This is an optimization exercise on Yosys and OpenROAD, whose aim is small area, a short achievable clock period and few clock cycles per item, not a production implementation. Function was not checked in any run shown here: the RTL went through the layout flow alone.

==> flow/design.v, too long to show whole: its modules and the start of the top module <==
// module iter_multiplier: 1196 lines
module iter_multiplier (
    input  logic        clk,
    input  logic        rst_n,
    input  logic        mul_start,
    input  logic [63:0] a,
    input  logic [63:0] b,
    input  logic [1:0]  op,
    input  logic        word,
    input  logic        next,
    output logic [63:0] mul_result,
    output logic        mul_ok,
    output logic        busy
);
  // ...
==> flow/flow/run.sh <==
#!/bin/bash
set -e
export BUFFER_PORTS_ARGS="-buffer_cell sky130_fd_sc_hd__buf_1"
bash standard.sh > standard.log 2>&1
==> flow/standard.sh <==
#!/bin/bash
# synth_recipe.tcl (not shown) runs the flow's synth.tcl, then flattens the netlist and writes it again
# the make line also repeats each setting of config.mk as NAME=value (left out here)
make -C /OpenROAD-flow-scripts/flow DESIGN_CONFIG=/design/flow/config.mk WORK_HOME=/design/flow/orfs CLKGATE_MAP_FILE= SYNTH_SCRIPT=/design/flow/synth_recipe.tcl "${@:-finish}"
==> flow/config.mk <==
export PLATFORM = sky130hd
export DESIGN_NAME = iter_multiplier
export DESIGN_NICKNAME = iter_multiplier
export VERILOG_FILES = /design/flow/design.v
export SDC_FILE = /design/flow/constraint.sdc
export NUM_CORES = 4
export LEC_CHECK = 0
export CAP_MARGIN = 20
export CORE_MARGIN = 2
export CORE_UTILIZATION = 40
export CTS_CLUSTER_DIAMETER = 60
export CTS_CLUSTER_SIZE = 24
export PLACE_DENSITY = 0.8
export SETUP_SLACK_MARGIN = 4.5
export SLEW_MARGIN = 20
==> flow/constraint.sdc <==
create_clock -name core_clock -period 7.5 [get_ports {clk}]
set_input_delay 1.5000 -clock core_clock [delete_from_list [all_inputs] [get_ports {clk}]]
set_output_delay 1.5000 -clock core_clock [all_outputs]
set_load 0.01 [all_outputs]
==> impl_metrics.yaml, run 1 <==
status:
  status: "finished clean"
cells_and_area:
  nNonClkBuffers: 244
  clkCellAreaFrac_pct: 3.51
  final_cell_mix: "265 x fa_1, 256 x a22oi_1, 233 x xor2_1"
  nMultiInputCombCells: 1772
  final_area_um2: 27800
  final_common_cell: "fa_1"
  drive_gt1_share_pct: 7.13
  regArea_um2: 7390
clocking:
  h-tree-depth: 1
  insertion_delay_ps: 590
  root_buffer: "clkbuf_16"
route:
  routedWlPerCell_um: 22.8
  dr_wl_met2_um: 34700
sta:
  final.period_utilization_pct: 40.0
  rsz0062_at_grt: "false"
  setup_viol_count_final: 0
  hold_viol_final: 0
die:
  core_um2: 61600
  start_util_pct: 40.3
  die_area_um2: 64100
min_path:
  min_from: "c_q[0]"
  holdPathStages: 0
synthesis:
  ys_warn_count: 1
  synth_top_area_cell: "fa_1"
  synth_edf_count: 133
  synth-seq-cells: 300
  synth_fa_ha_area_share_pct: 25.6
  synth.avg_cell_area_um2: 10.1
  synth_fp_nets: 2951
  netlist_instances: 2467
worst_setup_path:
  crit_cells: 10
  reg2reg_to: "b_q[31]"
  cp_cell_sequence: "ha_4, a21o_1, a21o_1, a221oi_2, o211ai_2, a211o_4, a41o_4, a31oi_4, xnor2_2, o21ai_1"
  r2r_start: "s_q[5]"
placement:
  routabilityCongestion: 0.958
  io_buffers: 200
grt:
  antenna_found_initial: 18
  grt_usage_pct: 22.9
  grt_pass1_vias: 19488
==> run 2: changes to the inputs <==
--- a/flow/design.v
+++ b/flow/design.v
@@ -12,17 +12,17 @@
     output logic        busy
 );
     logic        busy_q, fix_q, inc_q, ok_q;
     logic [63:0] a_q, b_q;
     logic        a64_q, b64_q;
     logic [66:0] s_q, c_q;
     logic        cy_q;
     logic [7:0]  lo_s_q, lo_c_q;
-    logic [3:0]  one_q, two_q, neg_q;       
+    logic [3:0][3:0] one_s_q, two_s_q, neg_s_q;
     logic [2:0]  cnt_q;
     logic        word_q, fixop_q;
     wire idle = !busy_q && !ok_q;
     wire calc = busy_q && !fix_q && !inc_q;
     wire a_sgn_in = (op != 2'b11);
     wire b_sgn_in = !op[1];
     wire a64_in   = a_sgn_in & a[63];
     function automatic logic [2:0] benc(input logic x2, input logic x1, input logic x0);
@@ -43,24 +43,36 @@
             neg_d[i] = e[2];
         end
     end
     wire [66:0] ax = {a64_q, a64_q, a64_q, a_q};
     wire [66:0] ax2 = {ax[65:0], 1'b0};
     logic [66:0] e0, e1, e2, e3;
     always_comb begin
         logic [66:0] p0, p1, p2, p3;
-        p0 = {({33{one_q[0]}} & ax[66:34] | {33{two_q[0]}} & ax2[66:34]) ^ {33{neg_q[0]}},
-              ({34{one_q[0]}} & ax[33:0] | {34{two_q[0]}} & ax2[33:0]) ^ {34{neg_q[0]}}};
-        p1 = {({33{one_q[1]}} & ax[66:34] | {33{two_q[1]}} & ax2[66:34]) ^ {33{neg_q[1]}},
-              ({34{one_q[1]}} & ax[33:0] | {34{two_q[1]}} & ax2[33:0]) ^ {34{neg_q[1]}}};
-        p2 = {({33{one_q[2]}} & ax[66:34] | {33{two_q[2]}} & ax2[66:34]) ^ {33{neg_q[2]}},
-              ({34{one_q[2]}} & ax[33:0] | {34{two_q[2]}} & ax2[33:0]) ^ {34{neg_q[2]}}};
-        p3 = {({33{one_q[3]}} & ax[66:34] | {33{two_q[3]}} & ax2[66:34]) ^ {33{neg_q[3]}},
-              ({34{one_q[3]}} & ax[33:0] | {34{two_q[3]}} & ax2[33:0]) ^ {34{neg_q[3]}}};
+        for (int j = 0; j < 67; j++) begin
+            int q;
+            q = (j < 17) ? 0 : (j < 34) ? 1 : (j < 51) ? 2 : 3;
+            p0[j] = (one_s_q[q][0] & ax[j] | two_s_q[q][0] & ax2[j]) ^ neg_s_q[q][0];
+        end
+        for (int j = 0; j < 67; j++) begin
+            int q;
+            q = (j < 17) ? 0 : (j < 34) ? 1 : (j < 51) ? 2 : 3;
+            p1[j] = (one_s_q[q][1] & ax[j] | two_s_q[q][1] & ax2[j]) ^ neg_s_q[q][1];
+        end
+        for (int j = 0; j < 67; j++) begin
+            int q;
+            q = (j < 17) ? 0 : (j < 34) ? 1 : (j < 51) ? 2 : 3;
+            p2[j] = (one_s_q[q][2] & ax[j] | two_s_q[q][2] & ax2[j]) ^ neg_s_q[q][2];
+        end
+        for (int j = 0; j < 67; j++) begin
+            int q;
+            q = (j < 17) ? 0 : (j < 34) ? 1 : (j < 51) ? 2 : 3;
+            p3[j] = (one_s_q[q][3] & ax[j] | two_s_q[q][3] & ax2[j]) ^ neg_s_q[q][3];
+        end
         e0 = {~p0[66], p0[65:0]};
         e1 = {~p1[66], p1[65:0]};
         e2 = {~p2[66], p2[65:0]};
         e3 = {~p3[66], p3[65:0]};
     end
     wire [74:0] ts, tc;
     wire fs0 = s_q[7] ^ c_q[7];
     wire fc0 = s_q[7] & c_q[7];
@@ -182,25 +194,25 @@
     wire fc58 = s_q[65] & c_q[65];
     wire fs59, fc59;
     assign {fc59, fs59} = {1'b0, 1'b1} + {1'b0, s_q[66]} + {1'b0, c_q[66]};
     wire fs60 = s_q[3] ^ c_q[3];
     wire fc60 = s_q[3] & c_q[3];
     wire fs61 = s_q[4] ^ c_q[4];
     wire fc61 = s_q[4] & c_q[4];
     wire fs62, fc62;
-    assign {fc62, fs62} = {1'b0, s_q[5]} + {1'b0, c_q[5]} + {1'b0, neg_q[2]};
+    assign {fc62, fs62} = {1'b0, s_q[5]} + {1'b0, c_q[5]} + {1'b0, neg_s_q[0][2]};
     wire fs63 = e0[4] ^ e1[2];
     wire fc63 = e0[4] & e1[2];
     wire fs64, fc64;
     assign {fc64, fs64} = {1'b0, s_q[6]} + {1'b0, c_q[6]} + {1'b0, e0[5]};
     wire fs65 = e1[3] ^ e2[1];
     wire fc65 = e1[3] & e2[1];
     wire fs66, fc66;
-    assign {fc66, fs66} = {1'b0, neg_q[3]} + {1'b0, fs0} + {1'b0, e0[6]};
+    assign {fc66, fs66} = {1'b0, neg_s_q[0][3]} + {1'b0, fs0} + {1'b0, e0[6]};
     wire fs67, fc67;
     assign {fc67, fs67} = {1'b0, e1[4]} + {1'b0, e2[2]} + {1'b0, e3[0]};
     wire fs68, fc68;
     assign {fc68, fs68} = {1'b0, fc0} + {1'b0, fs1} + {1'b0, e0[7]};
     wire fs69, fc69;
     assign {fc69, fs69} = {1'b0, e1[5]} + {1'b0, e2[3]} + {1'b0, e3[1]};
     wire fs70, fc70;
     assign {fc70, fs70} = {1'b0, fc1} + {1'b0, fs2} + {1'b0, e0[8]};
@@ -440,17 +452,17 @@
     wire fc187 = e2[62] & e3[60];
     wire fs188, fc188;
     assign {fc188, fs188} = {1'b0, 1'b1} + {1'b0, e1[65]} + {1'b0, e2[63]};
     wire fs189 = s_q[1] ^ c_q[1];
     wire fc189 = s_q[1] & c_q[1];
     wire fs190 = s_q[2] ^ c_q[2];
     wire fc190 = s_q[2] & c_q[2];
     wire fs191, fc191;
-    assign {fc191, fs191} = {1'b0, neg_q[1]} + {1'b0, fs60} + {1'b0, e0[2]};
+    assign {fc191, fs191} = {1'b0, neg_s_q[0][1]} + {1'b0, fs60} + {1'b0, e0[2]};
     wire fs192, fc192;
     assign {fc192, fs192} = {1'b0, fc60} + {1'b0, fs61} + {1'b0, e0[3]};
     wire fs193, fc193;
     assign {fc193, fs193} = {1'b0, fc61} + {1'b0, fs62} + {1'b0, e2[0]};
     wire fs194, fc194;
     assign {fc194, fs194} = {1'b0, fc62} + {1'b0, fc63} + {1'b0, fs65};
     wire fs195, fc195;
     assign {fc195, fs195} = {1'b0, fc65} + {1'b0, fc64} + {1'b0, fs66};
@@ -575,18 +587,18 @@
     wire fs255, fc255;
     assign {fc255, fs255} = {1'b0, fs187} + {1'b0, fc184} + {1'b0, fc185};
     wire fs256, fc256;
     assign {fc256, fs256} = {1'b0, e3[61]} + {1'b0, fc187} + {1'b0, fc186};
     wire fs257, fc257;
     assign {fc257, fs257} = {1'b0, e1[66]} + {1'b0, e2[64]} + {1'b0, e3[62]};
     wire fs258 = 1'b1 ^ e2[65];
     wire fc258 = 1'b1 & e2[65];
-    wire fs259 = neg_q[0] ^ fs189;
-    wire fc259 = neg_q[0] & fs189;
+    wire fs259 = neg_s_q[0][0] ^ fs189;
+    wire fc259 = neg_s_q[0][0] & fs189;
     wire fs260, fc260;
     assign {fc260, fs260} = {1'b0, fc189} + {1'b0, fs190} + {1'b0, e0[1]};
     wire fs261, fc261;
     assign {fc261, fs261} = {1'b0, fc190} + {1'b0, e1[0]} + {1'b0, fs191};
     wire fs262, fc262;
     assign {fc262, fs262} = {1'b0, e1[1]} + {1'b0, fc191} + {1'b0, fs192};
     wire fs263, fc263;
     assign {fc263, fs263} = {1'b0, fs63} + {1'b0, fc192} + {1'b0, fs193};
@@ -1119,27 +1131,32 @@
     assign hhc[27] = hhg4_26;
     assign hhc[28] = hhg4_27;
     assign hhc[29] = hhg4_28;
     assign hhc[30] = hhg4_29;
     assign hhc[31] = hhg4_30;
     assign hhc[32] = hhg4_31;
     wire [31:0] hh = hhp ^ hhc[31:0];
     wire c32 = hlc[32];
-    logic [63:0] b_d, b_e, b_sh;
+    logic [63:0] b_d;
     always_comb begin
-        b_e = b_q;
-        if (idle) b_e = b;
-        else if (inc_q) b_e[63:32] = b_q[63:32] + 32'd1;
-        b_sh = {low9[7:0], b_q[63:8]};
-        if (word_q) b_sh[31:24] = low9[7:0];
-        if (word_q && fix_q) b_sh[63:32] = {32{low9[7]}};
-        if (fix_q && fixop_q) b_d = {hh, hl};
-        else if (busy_q && !inc_q) b_d = b_sh;
-        else b_d = b_e;
+        b_d = b_q;
+        if (idle) begin
+            b_d = b;
+        end else if (inc_q) begin
+            b_d[63:32] = b_q[63:32] + 32'd1;
+        end else if (busy_q) begin
+            if (fix_q && fixop_q) begin
+                b_d = {hh, hl};
+            end else begin
+                b_d = {low9[7:0], b_q[63:8]};
+                if (word_q) b_d[31:24] = low9[7:0];
+                if (word_q && fix_q) b_d[63:32] = {32{low9[7]}};
+            end
+        end
     end
     wire last = word_q ? (cnt_q == 3'd3) : (cnt_q == 3'd7);
     always_ff @(posedge clk) begin
         b_q <= b_d;
         if (idle) begin
             a_q     <= a;
             a64_q   <= a64_in;
             b64_q   <= b_sgn_in & b[63];
@@ -1147,24 +1164,33 @@
             c_q     <= {(b[0] & !a64_in) ? 3'b011 : 3'b100, 64'b0};
             cy_q    <= b[0];
             cnt_q   <= 3'd0;
             word_q  <= word;
             fixop_q <= !word && (op != 2'b00);
         end else begin
             s_q    <= ts[74:8];
             c_q    <= tc[74:8];
+            lo_s_q <= ts[7:0];
+            lo_c_q <= tc[7:0];
             if (cnt_q != 3'd0 || fix_q) cy_q <= low9[8];
             cnt_q <= cnt_q + 3'd1;
         end
-        lo_s_q <= ts[7:0];    
-        lo_c_q <= tc[7:0];
-        one_q <= one_d;
-        two_q <= two_d;
-        neg_q <= neg_d;
+        one_s_q[0] <= one_d;
+        two_s_q[0] <= two_d;
+        neg_s_q[0] <= neg_d;
+        one_s_q[1] <= (calc && last) ? 4'b0 : one_d;
+        two_s_q[1] <= (calc && last) ? 4'b0 : two_d;
+        neg_s_q[1] <= (calc && last) ? 4'b0 : neg_d;
+        one_s_q[2] <= fix_q ? 4'b0 : one_d;
+        two_s_q[2] <= fix_q ? 4'b0 : two_d;
+        neg_s_q[2] <= fix_q ? 4'b0 : neg_d;
+        one_s_q[3] <= ok_q ? 4'b0 : one_d;
+        two_s_q[3] <= ok_q ? 4'b0 : two_d;
+        neg_s_q[3] <= ok_q ? 4'b0 : neg_d;
     end
     always_ff @(posedge clk or negedge rst_n) begin
         if (!rst_n) begin
             busy_q <= 1'b0;
             fix_q  <= 1'b0;
             inc_q  <= 1'b0;
             ok_q   <= 1'b0;
         end else if (next) begin
==> flow/flow/run.sh (replaced) <==
#!/bin/bash
set -e
export BUFFER_PORTS_ARGS="-buffer_cell sky130_fd_sc_hd__buf_2"
bash standard.sh > standard.log 2>&1
==> flow/config.mk (replaced) <==
export PLATFORM = sky130hd
export DESIGN_NAME = iter_multiplier
export DESIGN_NICKNAME = iter_multiplier
export VERILOG_FILES = /design/flow/design.v
export SDC_FILE = /design/flow/constraint.sdc
export NUM_CORES = 4
export LEC_CHECK = 0
export CAP_MARGIN = 20
export CORE_MARGIN = 2
export CORE_UTILIZATION = 40
export SETUP_SLACK_MARGIN = 4.5
export SLEW_MARGIN = 20
==> impl_metrics.yaml, run 2 <==
synthesis:
  synth_cell_types: 72
  netlist_instances: 2581
  synth_top_area_share_pct: 20.5
  yosysMostFrequentCell: "fa_1"
  synth_area_leaders: "fa_1 20%, edfxtp_1 17%, dfxtp_1 14%"
  synth-seq-cells: 336
  synth_fp_nets: 3065
  synth_edf_count: 149
  synthArstFlopShare_pct: 1.19
  ys_warn_count: 1
  synthFlopType: "dfxtp_1"
  syn_area_um2: 26000
  synth_top_area_cell: "fa_1"
  synth.avg_cell_area_um2: 10.1
  ys_top_cells_by_count: "266 x fa_1, 265 x a22oi_1, 238 x xor2_1"
  synth_seq_area_share_pct: 31.7
clocking:
  cts_hold_buffers: 0
  cts_made_buffers: 44
  cts.clk_slew.worst_paths_ps: 60
  root_buffer: "clkbuf_16"
  cts_sinks: 336
  cts_tree: "yes"
  insertion_delay_ps: 590
  h-tree-depth: 2
  cts_buffer_depth: 3
die:
  die_w_um: 259
  rows: 93
  ioPinCount: 201
  die_h_um: 259
  start_util_pct: 40.4
  die_area_um2: 67000
  core_um2: 64300
worst_setup_path:
  cp-end-kind: "register"
  cp-start-kind: "register"
  regToRegSetupSlack_ps: 4380
  cp_cell_sequence: "ha_4, fa_2, a21o_1, and4_4, o211ai_4, o31ai_4, buf_4, fa_2, xnor2_2, a22oi_1, o21ai_1, o21ai_1"
  startpoint: "s_q[32]"
  critPathCapture: "b_q[49]"
  r2r_start: "s_q[32]"
  cp.required_ps: 7810
  crit_path_top_delay_cell: "fa_2"
  reg2reg_to: "b_q[49]"
  ff2ff_path_depth: 12
  cp_max_fo: 5
  path_class: "register to register"
  slowest_delay_ps: 360
  critPathArrivalTime_ps: 3430
min_path:
  hold_class: "register to register"
route:
  routedWlPerCell_um: 23.7
  drc: 0
  drt-initial-drc-count: 2000
  via_count: 20241
  firstDrtPassIters: 8
  drt-total-wl_um: 83700
  ant_nets: 0
  viasPerCell: 5.73
sta:
  finalSetupTns_ps: 0
  finClkSkew_ps: 28.3
  rsz0062_at_grt: "true"
  worst_pin_slew_ps: 1050
  setup_viol_count_final: 0
  fmax_mhz: 321
  slew-limit-headroom_pct: 29.6
  min_period_ps: 3120
  final.period_utilization_pct: 41.6
  hold_viol_final: 0
  slew_violations: 0
grt:
  overflow: 0
  grt_pass1_vias: 20799
  grt_max_degree: 126
  grt_usage_pct: 24.8
  grt_pass1_wl_um: 127000
  antenna_found_initial: 4
placement:
  place_hpwl_um: 61500
  io_buffers: 200
  routabilityCongestion: 0.976
job:
  cap_violations: 0
cells_and_area:
  reg_top3: "c_q (67), s_q (65)"
  fin_util_pct: 45.7
  final_cell_mix: "265 x a22oi_1, 263 x fa_1, 238 x xor2_1"
  final_net_count: 3124
  multi_input_area_um2: 16600
  final_common_cell: "a22oi_1"
  fillCellCount: 6021
  area_growth_pct: 13.2
  top_register: "c_q"
  largest_reg_flops: 67
  drive_gt1_share_pct: 16.4
  regArea_um2: 8290
status:
  status: "finished clean"
-- run 2: cell types whose count changed in the layout (fill, tap and decap cells not counted), moves of 11 or more --
cell,delta
buf_2,+199
a21oi_1,+27
buf_1,-199
nand2_1,-25
clkbuf_16,+17
dfxtp_2,+31
edfxtp_1,+16
nor2_1,+68
o211ai_1,-11
inv_1,+17
-- run 2: kinds of logic after synthesis --
family	count (synthesis)	synth area share (%)
multiplexers	15	0.597
XOR/XNOR	346	11.7
adder cells (fa/ha/maj)	349	24.5
AND/OR/NAND/NOR	494	9.08
buffers and inverters	410	6.06
flip-flops	336	31.7
AO/OA/AOI/OAI	631	16.4
-- run 2: metrics by stage --
step                worst slack (ps)  instances  cell area [µm²]  hold WS [ps]
CTS                             4420       3522            29000           463
finish                          4380       3532            29400           467
global placement                4050       3429            27300           429
floorplan                       4530       2581            26000           417
detailed placement              3980       3429            27300           445
global route                    4330       3531            29400           486
-- run 2: cell type report --
type | instances | area share, %
Inverter | 188 | 2.44
Timing Repair Buffer | 235 | 4.62
Multi-Input combinational cell | 1835 | 56.3
Clock buffer | 62 | 4.34
Tap cell | 855 | 3.64
Clock inverter | 20 | 0.434
Sequential cell | 336 | 28.2
Antenna cell | 1 | 0.00851
-- run 2: timing repair --
action | CTS | global route
buffers inserted | 10 | 8
setup endpoints to repair | 123 | 135
resized for setup | 48 | 85
gates cloned | 1 | 0
pin swaps | 18 | 29
-- run 2: critical path: cells and delay by family (launching register included) --
kind	cells	cell delay (ps)
compound gates	6	1010
xor+xnor	1	240
fa+ha+maj	3	880
buf+inv	1	180
flops	1	340
simple gates	1	210
-- run 2: worst min-delay path by stage --
stage,end,depth (start not counted),startpoint
floorplan,cnt_q[0],1,cnt_q[0]
global route,cnt_q[0],1,cnt_q[0]
finish,cnt_q[0],1,cnt_q[0]
CTS,cnt_q[0],1,cnt_q[0]
detailed placement,cnt_q[0],1,cnt_q[0]
global placement,cnt_q[0],1,cnt_q[0]
-- run 2: metal layers --
| metal | GRT usage, % | vias to the layer above | wire length, µm |
|---|---|---|---|
| met5 | 0 | - | 34 |
| met4 | 10.0 | 6 | 3550 |
| met3 | 5.94 | 183 | 7310 |
| met2 | 38.6 | 981 | 38100 |
| met1 | 33.4 | 10091 | 34700 |
| li1 | - | 8980 | - |
==> run 3: changes to the inputs <==
--- a/flow/config.mk
+++ b/flow/config.mk
@@ -8,5 +8,5 @@
 export CAP_MARGIN = 20
 export CORE_MARGIN = 2
 export CORE_UTILIZATION = 40
-export SETUP_SLACK_MARGIN = 4.5
+export SETUP_SLACK_MARGIN = 4.7
 export SLEW_MARGIN = 20
==> impl_metrics.yaml, run 3 <==
cells_and_area:
  final_cell_mix: "259 x fa_1, 248 x a22oi_1, 233 x xor2_1"
  drive_gt1_share_pct: 23.5
  area_growth_pct: 19.4
  top_register: "c_q"
  final_common_cell: "fa_1"
  largest_reg_flops: 67
  reg_top3: "c_q (67), s_q (65)"
  final_net_count: 3242
  fillCellCount: 5867
sta:
  finClkSkew_ps: 36.9
  fmax_mhz: 331
  worst_pin_slew_ps: 911
  hold_viol_final: 0
  setup_viol_count_final: 0
  slew_violations: 0
  final.period_utilization_pct: 40.3
  min_period_ps: 3020
  rsz0062_at_grt: "true"
  slew-limit-headroom_pct: 38.0
  finalSetupTns_ps: 0
clocking:
  insertion_delay_ps: 610
  cts_buffer_depth: 3
  root_buffer: "clkbuf_16"
  cts.clk_slew.worst_paths_ps: 60
  cts_sinks: 336
  cts_made_buffers: 42
  h-tree-depth: 2
  cts_tree: "yes"
grt:
  grt_usage_pct: 25.6
  grt_pass1_wl_um: 130000
  grt_max_degree: 157
  grt_pass1_vias: 21259
  antenna_found_initial: 5
  overflow: 0
worst_setup_path:
  cp_max_fo: 5
  cp.required_ps: 7820
  reg2reg_to: "b_q[59]"
  cp-start-kind: "register"
  path_class: "register to register"
  regToRegSetupSlack_ps: 4480
  r2r_start: "s_q[32]"
  cp-end-kind: "register"
  ff2ff_path_depth: 12
  critPathArrivalTime_ps: 3340
  startpoint: "s_q[32]"
route:
  ant_nets: 0
  viasPerCell: 5.75
  routedWlPerCell_um: 24.1
  via_count: 20988
  drt-total-wl_um: 87800
  drc: 0
  firstDrtPassIters: 8
  drt-initial-drc-count: 2057
synthesis:
  ys_top_cells_by_count: "266 x fa_1, 265 x a22oi_1, 238 x xor2_1"
  synthArstFlopShare_pct: 1.19
  synth-seq-cells: 336
  synth_fp_nets: 3065
  synth_cell_types: 72
  synth_seq_area_share_pct: 31.7
  synth.avg_cell_area_um2: 10.1
  ys_warn_count: 1
  synthFlopType: "dfxtp_1"
  netlist_instances: 2581
  yosysMostFrequentCell: "fa_1"
  synth_edf_count: 149
  syn_area_um2: 26000
  synth_area_leaders: "fa_1 20%, edfxtp_1 17%, dfxtp_1 14%"
  synth_top_area_cell: "fa_1"
  synth_top_area_share_pct: 20.5
placement:
  io_buffers: 200
  place_hpwl_um: 62700
  routabilityCongestion: 0.965
die:
  start_util_pct: 40.4
  core_um2: 64300
  die_w_um: 259
  ioPinCount: 201
  die_area_um2: 67000
  rows: 93
  die_h_um: 259
min_path:
  min_from: "cnt_q[0]"
  hold_class: "register to register"
  min_to: "cnt_q[0]"
  holdPathStages: 1
job:
  cap_violations: 0
status:
  status: "finished clean"
==> run 3: changes by cell type in the layout (fill, tap and decap cells not counted), moves of 7 or more <==
cell,change
o21ai_0,-24
ha_4,+7
a21oi_2,+11
dfxtp_1,-10
a21oi_1,-12
buf_6,+9
a22oi_1,-17
buf_4,+109
dfxtp_4,+12
o21ai_1,+18
a22oi_2,+17
==> run 3: per-stage QoR <==
step / instances / utilization (%) / hold WS [ps] / setup slack [ps] / area (µm²)
6_report: 3648 / 48.2 / 455 / 4480 / 31000
5_1_grt: 3647 / 48.2 / 467 / 4410 / 31000
4_1_cts: 3561 / 46.1 / 454 / 4400 / 29600
3_5_place_dp: 3428 / 42.5 / 440 / 3970 / 27300
3_3_place_gp: 3428 / 42.5 / 431 / 4020 / 27300
2_1_floorplan: 2581 / - / 417 / 4710 / 26000
==> run 3: layout make-up <==
| type | instances | area [µm²] | share of cell area [%] |
|---|---|---|---|
| well taps | 855 | 1070 | 3.45 |
| repair inverters | 1 | 8.76 | 0.0282 |
| repair buffers | 352 | 2250 | 7.26 |
| flip-flops and latches | 336 | 8340 | 26.9 |
| clock inverters | 24 | 238 | 0.767 |
| inverters | 188 | 722 | 2.33 |
| multi-input cells | 1837 | 17200 | 55.4 |
| clock buffers | 54 | 1210 | 3.91 |
| diodes | 1 | 2.50 | 0.00807 |
==> run 3: repair_timing <==
action,in CTS,in global routing
hold buffers,0,0
endpoints found under the setup margin,297,157
pin swaps,35,83
gates resized for setup,125,167
gates cloned,2,1
buffers inserted,53,84
==> run 3: metal layers <==
layer / track usage [%] / vias to the layer above / routed length (µm)
met5: 0 / - / 34
met4: 11.6 / 8 / 4460
met3: 5.63 / 229 / 7660
met2: 39.9 / 1005 / 39700
met1: 34.0 / 10525 / 36000
li1: - / 9221 / -
==> run 3: cells by family (layout without fill, tap and decap cells) <==
family                     after synthesis  after routing  share of synthesized area (%)
AOI/OAI and AO/OA                      631            631                           16.4
xor gates and xnor gates               346            346                           11.7
adders and majority gates              349            349                           24.5
buffers and inverters                  410            619                           6.06
DFF                                    336            336                           31.7
muxes                                   15             15                          0.597
other                                    0              1                              0
and+or+nand+nor                        494            496                           9.08
==> run 3: worst max path at each step <==
stage                 endpoint  slack, ps  depth (start not counted)
floorplan              c_q[21]       4710                          9
global placement    two_s_q[4]       4020                          7
detailed placement  one_s_q[4]       3970                          6
CTS                    b_q[61]       4400                         11
global route           b_q[51]       4410                         11
finish                 b_q[59]       4480                         12
==> run 3: worst max-delay path: stages (launching register included) <==
cell	delay, ps
dfxtp_2	330
ha_4	160
fa_2	330
a21o_1	210
and4_4	180
o211ai_4	230
o31ai_4	140
buf_4	180
a31o_2	220
o21a_1	190
or3_1	340
a21oi_2	140
o31ai_1	80

-- port drivers added, routing unchanged --
In the flow no input, the clock included, has a driving cell. The finished layouts below were timed again as built, in two steps. Step 1: set_driving_cell puts a clkbuf_16 on clk and a buf_2 on each other input, an assumption about the parent block. Step 2 also shifts input and output timing later by t, the mid clock arrival at the registers, as if the neighbouring blocks saw the same clock. Slacks: ideal ports / drivers / drivers and shift; pairs: ideal ports / drivers.
| run | t (ns) | setup WS [ns] | worst register clock-pin slew, ns | worst data-port slew with drivers (ns) | cell pins on the clock port's net |
|---|---|---|---|---|---|
| run 1 | 0.643 | 4.503 / 4.503 / 4.503 | 0.08 / 0.08 | 0.15 | 1 |
| run 2 | 0.641 | 4.382 / 4.382 / 4.382 | 0.06 / 0.06 | 0.11 | 1 |
| run 3 | 0.655 | 4.480 / 4.480 / 4.212 | 0.07 / 0.07 | 0.13 | 1 |
After both steps setup and hold are still met in every run listed. For run 3, which loses most, drivers alone change the setup slack by 0.000 ns; drivers and shift together by -0.268 ns.
